Context: an optimization exercise on an open-source flow, tuned for small area. The choices shown serve that exercise and are no tape-out recipe.
Function was checked by simulation only, so behaviour that the tests miss may differ from the original.

==> module mem_stage_hold, before the edit <==
module mem_stage_hold (
  input  logic q,
  input  logic y,
  input  logic s,
  input  logic ns,
  output logic d
);
  assign d = ~((q | s) & (y | ns));
endmodule
==> module mem_stage, before the edit <==
module mem_stage #(
  parameter int ADDR_W = 6
) (
  input  logic        clk,
  input  logic        rst_n,
  input  logic        valid_ex,
  input  logic [31:0] brnch,
  input  logic        zero,
  input  logic [31:0] ALUresult,
  input  logic [31:0] rdData2,
  input  logic [4:0]  writeReg,
  input  logic        Branch,
  input  logic        MemRead,
  input  logic        MemWrite,
  input  logic        RegWrite,
  input  logic        MemtoReg,
  input  logic        stall,
  input  logic        flush,
  output logic        PCSrc,
  output logic [31:0] brTarget,
  output logic        valid_wb,
  output logic [31:0] readData_wb,
  output logic [31:0] ALUresult_wb,
  output logic [4:0]  writeReg_wb,
  output logic        RegWrite_wb,
  output logic        MemtoReg_wb,
  output logic        misalign_err
);
  localparam int DEPTH = 1 << ADDR_W;
  localparam int NGRP  = DEPTH / 3;         
  logic              live;
  logic              go;
  logic              aligned;
  logic [ADDR_W-1:0] addr;
  logic              ld_en;
  logic              st_en;
  logic [DEPTH-1:0]  wsel;    
  logic [DEPTH-1:0]  nwsel;
  logic [DEPTH-1:0]  rsel;    
  logic [31:0] mem_q [DEPTH];
  logic [31:0] mem_d [DEPTH];
  logic unused_addr_hi;
  assign unused_addr_hi = ^ALUresult[31:ADDR_W+2];
  assign live    = valid_ex & ~flush;
  assign go      = live & ~stall;
  assign aligned = (ALUresult[1:0] == 2'b00);
  assign addr    = ALUresult[ADDR_W+1:2];
  assign ld_en   = go & MemRead;
  assign st_en   = rst_n & go & MemWrite & aligned;
  assign PCSrc    = live & Branch & zero;
  assign brTarget = brnch;
  always_comb begin
    for (int w = 0; w < DEPTH; w++) begin
      wsel[w]  = st_en & (addr == ADDR_W'(w));
      nwsel[w] = ~wsel[w];
      rsel[w]  = ld_en & aligned & (addr == ADDR_W'(w));
    end
  end
  logic        ph;
  logic [31:0] wdat;
  always_ff @(posedge clk) begin
    ph <= ~ph;
  end
  assign wdat = rdData2 ^ {32{ph}};
  for (genvar w = 0; w < DEPTH; w++) begin : g_word
    for (genvar b = 0; b < 32; b++) begin : g_bit
      mem_stage_hold u_hold (
        .q(mem_q[w][b]), .y(wdat[b]), .s(wsel[w]), .ns(nwsel[w]), .d(mem_d[w][b])
      );
    end
    always_ff @(posedge clk) begin
      mem_q[w] <= mem_d[w];
    end
  end
  logic [31:0] grp_n [NGRP];
  logic [31:0] rd_raw;
  logic [31:0] rd_word;
  for (genvar g = 0; g < NGRP; g++) begin : g_rd
    for (genvar b = 0; b < 32; b++) begin : g_bit
      mem_stage_aoi3 u_aoi (
        .a (mem_q[3*g][b]),
        .b (mem_q[3*g+1][b]),
        .c (mem_q[3*g+2][b]),
        .sa(rsel[3*g]), .sb(rsel[3*g+1]), .sc(rsel[3*g+2]),
        .z (grp_n[g][b])
      );
    end
  end
  always_comb begin
    rd_raw = '0;
    for (int g = 0; g < NGRP; g++) begin
      rd_raw = rd_raw | ~grp_n[g];
    end
    for (int w = 3 * NGRP; w < DEPTH; w++) begin
      rd_raw = rd_raw | (mem_q[w] & {32{rsel[w]}});
    end
  end
  assign rd_word = rd_raw ^ {32{ph & ld_en & aligned}};
  logic        valid_q, regwr_q, m2r_q, mis_q;
  logic [31:0] rdata_q, alu_q;
  logic [4:0]  wreg_q;
  logic [31:0] alu_d;
  logic [4:0]  wreg_d;
  logic        nstall;
  assign nstall = ~stall;
  for (genvar b = 0; b < 32; b++) begin : g_alu
    mem_stage_ld u_ld (
      .q(alu_q[b]), .y(ALUresult[b]), .s(nstall), .ns(stall), .d(alu_d[b])
    );
  end
  for (genvar b = 0; b < 5; b++) begin : g_wreg
    mem_stage_ld u_ld (
      .q(wreg_q[b]), .y(writeReg[b]), .s(nstall), .ns(stall), .d(wreg_d[b])
    );
  end
  always_ff @(posedge clk or negedge rst_n) begin
    if (!rst_n) begin
      valid_q <= 1'b0;
      regwr_q <= 1'b0;
      m2r_q   <= 1'b0;
      alu_q   <= '0;
      wreg_q  <= '0;
      rdata_q <= '0;
      mis_q   <= 1'b0;
    end else begin
      if (!stall) begin
        valid_q <= live;
        m2r_q   <= MemtoReg;
        regwr_q <= live & RegWrite & ~(MemRead & ~aligned);
      end
      alu_q   <= alu_d;
      wreg_q  <= wreg_d;
      rdata_q <= rd_word | (rdata_q & {32{~ld_en}});
      mis_q   <= go & (MemRead | MemWrite) & ~aligned;
    end
  end
  assign valid_wb     = valid_q;
  assign readData_wb  = rdata_q;
  assign ALUresult_wb = alu_q;
  assign writeReg_wb  = wreg_q;
  assign RegWrite_wb  = regwr_q;
  assign MemtoReg_wb  = m2r_q;
  assign misalign_err = mis_q;
endmodule
==> flow/config.mk <==
export PLATFORM = sky130hd
export DESIGN_NAME = mem_stage
export DESIGN_NICKNAME = mem_stage
export VERILOG_FILES = /design/flow/design.v
export SDC_FILE = /design/flow/constraint.sdc
export NUM_CORES = 4
export LEC_CHECK = 0
export CAP_MARGIN = 20
export CORE_MARGIN = 2
export CORE_UTILIZATION = 65
export SLEW_MARGIN = 20
export SYNTH_HIERARCHICAL = 1
export SYNTH_MINIMUM_KEEP_SIZE = 0
==> flow/constraint.sdc <==
create_clock -name core_clock -period 5.0 [get_ports {clk}]
set_input_delay 1.0000 -clock core_clock [delete_from_list [all_inputs] [get_ports {clk}]]
set_output_delay 1.0000 -clock core_clock [all_outputs]
set_load 0.01 [all_outputs]
standard.sh (not shown) runs the stock make flow with config.mk's settings and CLKGATE_MAP_FILE= SYNTH_SCRIPT=/design/flow/synth_recipe.tcl, a recipe that flattens the netlist after the stock synthesis.
==> flow/flow/run.sh <==
#!/bin/bash
set -euo pipefail
export BUFFER_PORTS_ARGS="-buffer_cell sky130_fd_sc_hd__buf_2"
export CTS_ARGS="-sink_clustering_enable -repair_clock_nets -sink_clustering_size 14 -sink_clustering_max_diameter 250 -buf_list sky130_fd_sc_hd__clkbuf_8 -dont_use_dummy_load"
bash standard.sh > standard.log 2>&1
Change:
--- a/flow/design.v
+++ b/flow/design.v
@@ -5,7 +5,7 @@
   input  logic ns,
   output logic d
 );
-  assign d = ~((q | s) & (y | ns));
+  assign d = (q | s) & (y | ns);
 endmodule
 module mem_stage_aoi3 (
   input  logic a,
@@ -85,12 +85,8 @@
       rsel[w]  = ld_en & aligned & (addr == ADDR_W'(w));
     end
   end
-  logic        ph;
   logic [31:0] wdat;
-  always_ff @(posedge clk) begin
-    ph <= ~ph;
-  end
-  assign wdat = rdData2 ^ {32{ph}};
+  assign wdat = rdData2;
   for (genvar w = 0; w < DEPTH; w++) begin : g_word
     for (genvar b = 0; b < 32; b++) begin : g_bit
       mem_stage_hold u_hold (
@@ -102,7 +98,6 @@
     end
   end
   logic [31:0] grp_n [NGRP];
-  logic [31:0] rd_raw;
   logic [31:0] rd_word;
   for (genvar g = 0; g < NGRP; g++) begin : g_rd
     for (genvar b = 0; b < 32; b++) begin : g_bit
@@ -116,15 +111,14 @@
     end
   end
   always_comb begin
-    rd_raw = '0;
+    rd_word = '0;
     for (int g = 0; g < NGRP; g++) begin
-      rd_raw = rd_raw | ~grp_n[g];
+      rd_word = rd_word | ~grp_n[g];
     end
     for (int w = 3 * NGRP; w < DEPTH; w++) begin
-      rd_raw = rd_raw | (mem_q[w] & {32{rsel[w]}});
+      rd_word = rd_word | (mem_q[w] & {32{rsel[w]}});
     end
   end
-  assign rd_word = rd_raw ^ {32{ph & ld_en & aligned}};
   logic        valid_q, regwr_q, m2r_q, mis_q;
   logic [31:0] rdata_q, alu_q;
   logic [4:0]  wreg_q;
Outcome: Final area rose by a few percent; synthesized area rises by a few percent; global-route usage goes down by 1.8 points; die area grows by a few percent; register-to-register slack is better by 0.24 ns; utilization drops by 1.6 points; sequential share of layout area falls by 2.4 points.

* * *

== pine ==
mem_stage with an RTL version that a note above also has.
Size in the first run: ~5500 cells after synthesis, about 2100 flip-flops, roughly 220 I/O pins.
==> module mem_stage_hold, before the edit <==
module mem_stage_hold (
  input  logic q,
  input  logic y,
  input  logic s,
  input  logic ns,
  output logic d
);
  assign d = (q | s) & (y | ns);
endmodule
==> module mem_stage, before the edit <==
module mem_stage #(
  parameter int ADDR_W = 6
) (
  input  logic        clk,
  input  logic        rst_n,
  input  logic        valid_ex,
  input  logic [31:0] brnch,
  input  logic        zero,
  input  logic [31:0] ALUresult,
  input  logic [31:0] rdData2,
  input  logic [4:0]  writeReg,
  input  logic        Branch,
  input  logic        MemRead,
  input  logic        MemWrite,
  input  logic        RegWrite,
  input  logic        MemtoReg,
  input  logic        stall,
  input  logic        flush,
  output logic        PCSrc,
  output logic [31:0] brTarget,
  output logic        valid_wb,
  output logic [31:0] readData_wb,
  output logic [31:0] ALUresult_wb,
  output logic [4:0]  writeReg_wb,
  output logic        RegWrite_wb,
  output logic        MemtoReg_wb,
  output logic        misalign_err
);
  localparam int DEPTH = 1 << ADDR_W;
  localparam int NGRP  = DEPTH / 3;         
  logic              live;
  logic              go;
  logic              aligned;
  logic [ADDR_W-1:0] addr;
  logic              ld_en;
  logic              st_en;
  logic [DEPTH-1:0]  wsel;    
  logic [DEPTH-1:0]  nwsel;
  logic [DEPTH-1:0]  rsel;    
  logic [31:0] mem_q [DEPTH];
  logic [31:0] mem_d [DEPTH];
  logic unused_addr_hi;
  assign unused_addr_hi = ^ALUresult[31:ADDR_W+2];
  assign live    = valid_ex & ~flush;
  assign go      = live & ~stall;
  assign aligned = (ALUresult[1:0] == 2'b00);
  assign addr    = ALUresult[ADDR_W+1:2];
  assign ld_en   = go & MemRead;
  assign st_en   = rst_n & go & MemWrite & aligned;
  assign PCSrc    = live & Branch & zero;
  assign brTarget = brnch;
  always_comb begin
    for (int w = 0; w < DEPTH; w++) begin
      wsel[w]  = st_en & (addr == ADDR_W'(w));
      nwsel[w] = ~wsel[w];
      rsel[w]  = ld_en & aligned & (addr == ADDR_W'(w));
    end
  end
  logic [31:0] wdat;
  assign wdat = rdData2;
  for (genvar w = 0; w < DEPTH; w++) begin : g_word
    for (genvar b = 0; b < 32; b++) begin : g_bit
      mem_stage_hold u_hold (
        .q(mem_q[w][b]), .y(wdat[b]), .s(wsel[w]), .ns(nwsel[w]), .d(mem_d[w][b])
      );
    end
    always_ff @(posedge clk) begin
      mem_q[w] <= mem_d[w];
    end
  end
  logic [31:0] grp_n [NGRP];
  logic [31:0] rd_word;
  for (genvar g = 0; g < NGRP; g++) begin : g_rd
    for (genvar b = 0; b < 32; b++) begin : g_bit
      mem_stage_aoi3 u_aoi (
        .a (mem_q[3*g][b]),
        .b (mem_q[3*g+1][b]),
        .c (mem_q[3*g+2][b]),
        .sa(rsel[3*g]), .sb(rsel[3*g+1]), .sc(rsel[3*g+2]),
        .z (grp_n[g][b])
      );
    end
  end
  always_comb begin
    rd_word = '0;
    for (int g = 0; g < NGRP; g++) begin
      rd_word = rd_word | ~grp_n[g];
    end
    for (int w = 3 * NGRP; w < DEPTH; w++) begin
      rd_word = rd_word | (mem_q[w] & {32{rsel[w]}});
    end
  end
  logic        valid_q, regwr_q, m2r_q, mis_q;
  logic [31:0] rdata_q, alu_q;
  logic [4:0]  wreg_q;
  logic [31:0] alu_d;
  logic [4:0]  wreg_d;
  logic        nstall;
  assign nstall = ~stall;
  for (genvar b = 0; b < 32; b++) begin : g_alu
    mem_stage_ld u_ld (
      .q(alu_q[b]), .y(ALUresult[b]), .s(nstall), .ns(stall), .d(alu_d[b])
    );
  end
  for (genvar b = 0; b < 5; b++) begin : g_wreg
    mem_stage_ld u_ld (
      .q(wreg_q[b]), .y(writeReg[b]), .s(nstall), .ns(stall), .d(wreg_d[b])
    );
  end
  always_ff @(posedge clk or negedge rst_n) begin
    if (!rst_n) begin
      valid_q <= 1'b0;
      regwr_q <= 1'b0;
      m2r_q   <= 1'b0;
      alu_q   <= '0;
      wreg_q  <= '0;
      rdata_q <= '0;
      mis_q   <= 1'b0;
    end else begin
      if (!stall) begin
        valid_q <= live;
        m2r_q   <= MemtoReg;
        regwr_q <= live & RegWrite & ~(MemRead & ~aligned);
      end
      alu_q   <= alu_d;
      wreg_q  <= wreg_d;
      rdata_q <= rd_word | (rdata_q & {32{~ld_en}});
      mis_q   <= go & (MemRead | MemWrite) & ~aligned;
    end
  end
  assign valid_wb     = valid_q;
  assign readData_wb  = rdata_q;
  assign ALUresult_wb = alu_q;
  assign writeReg_wb  = wreg_q;
  assign RegWrite_wb  = regwr_q;
  assign MemtoReg_wb  = m2r_q;
  assign misalign_err = mis_q;
endmodule
export LEC_CHECK = 0
export CAP_MARGIN = 20
export CORE_MARGIN = 2
export CORE_UTILIZATION = 65
export SLEW_MARGIN = 20
export SYNTH_HIERARCHICAL = 1
export SYNTH_MINIMUM_KEEP_SIZE = 0
create_clock -name core_clock -period 5.0 [get_ports {clk}]
==> flow/flow/run.sh <==
#!/bin/bash
set -euo pipefail
export BUFFER_PORTS_ARGS="-buffer_cell sky130_fd_sc_hd__buf_1"
export CTS_ARGS="-sink_clustering_enable -repair_clock_nets -sink_clustering_size 16 -sink_clustering_max_diameter 60 -buf_list sky130_fd_sc_hd__clkbuf_8 -dont_use_dummy_load"
bash standard.sh > standard.log 2>&1
Changes in birch relative to pine:
--- a/flow/design.v
+++ b/flow/design.v
@@ -3,11 +3,11 @@
   input  logic y,
   input  logic s,
   input  logic ns,
   output logic d
 );
-  assign d = (q | s) & (y | ns);
+  assign d = ~((q | s) & (y | ns));
 endmodule
 module mem_stage_aoi3 (
   input  logic a,
   input  logic b,
   input  logic c,
@@ -83,12 +83,16 @@
       wsel[w]  = st_en & (addr == ADDR_W'(w));
       nwsel[w] = ~wsel[w];
       rsel[w]  = ld_en & aligned & (addr == ADDR_W'(w));
     end
   end
+  logic        ph;
   logic [31:0] wdat;
-  assign wdat = rdData2;
+  always_ff @(posedge clk) begin
+    ph <= ~ph;
+  end
+  assign wdat = rdData2 ^ {32{ph}};
   for (genvar w = 0; w < DEPTH; w++) begin : g_word
     for (genvar b = 0; b < 32; b++) begin : g_bit
       mem_stage_hold u_hold (
         .q(mem_q[w][b]), .y(wdat[b]), .s(wsel[w]), .ns(nwsel[w]), .d(mem_d[w][b])
       );
@@ -96,10 +100,11 @@
     always_ff @(posedge clk) begin
       mem_q[w] <= mem_d[w];
     end
   end
   logic [31:0] grp_n [NGRP];
+  logic [31:0] rd_raw;
   logic [31:0] rd_word;
   for (genvar g = 0; g < NGRP; g++) begin : g_rd
     for (genvar b = 0; b < 32; b++) begin : g_bit
       mem_stage_aoi3 u_aoi (
         .a (mem_q[3*g][b]),
@@ -109,18 +114,19 @@
         .z (grp_n[g][b])
       );
     end
   end
   always_comb begin
-    rd_word = '0;
+    rd_raw = '0;
     for (int g = 0; g < NGRP; g++) begin
-      rd_word = rd_word | ~grp_n[g];
+      rd_raw = rd_raw | ~grp_n[g];
     end
     for (int w = 3 * NGRP; w < DEPTH; w++) begin
-      rd_word = rd_word | (mem_q[w] & {32{rsel[w]}});
+      rd_raw = rd_raw | (mem_q[w] & {32{rsel[w]}});
     end
   end
+  assign rd_word = rd_raw ^ {32{ph & ld_en & aligned}};
   logic        valid_q, regwr_q, m2r_q, mis_q;
   logic [31:0] rdata_q, alu_q;
   logic [4:0]  wreg_q;
   logic [31:0] alu_d;
   logic [4:0]  wreg_d;
==> comparison <==
Summary of birch over pine: number of enable flip-flop cells after synthesis did not really move; utilization went up; die area went down. Looking at final setup slack of the worst path across both flows, birch is the stronger of the two, with pine trailing. XOR/XNOR share of the synthesized area, pine and birch: smaller value in pine. birch ended up with more standard cells than pine. In birch the routed wire length turned out about 4.3% lower than in pine. Re length of routed met3 wiring: pine was lower than birch.

-- what the ideal ports hide --
The results above use ideal ports. As a check the final layouts listed here were re-extracted and re-timed, cells and wires unchanged.
Step 1 sets driving cells, clkbuf_16 on the clock port and buf_2 on the other inputs (assumed; they add their load-dependent delay and slew).
Step 2 adds t to the input delays and takes it off the output delays; t is the mean of the earliest and latest rising clock arrival at the registers after step 1. Input paths then give back, and output paths get back, about the clock's delay inside the block.
Slacks: ideal / step 1 / step 2; pairs: ideal / step 1.
run	t, ns	setup WS [ns]	latest minus earliest clock arrival (ns)
the first run of note 1	0.986	0.613 / 0.672 / -0.314	0.051 / 0.051
the second run of note 1	0.962	0.523 / 0.506 / -0.456	0.061 / 0.062
pine	0.958	0.222 / 0.266 / -0.692	0.062 / 0.062
birch	0.950	0.729 / 0.777 / -0.173	0.056 / 0.056
With both steps, setup timing fails in every run listed, where it was met with ideal ports. The setup slack of the second run of note 1, which loses most, moves by -0.017 ns with the drivers and by -0.979 ns with both steps.
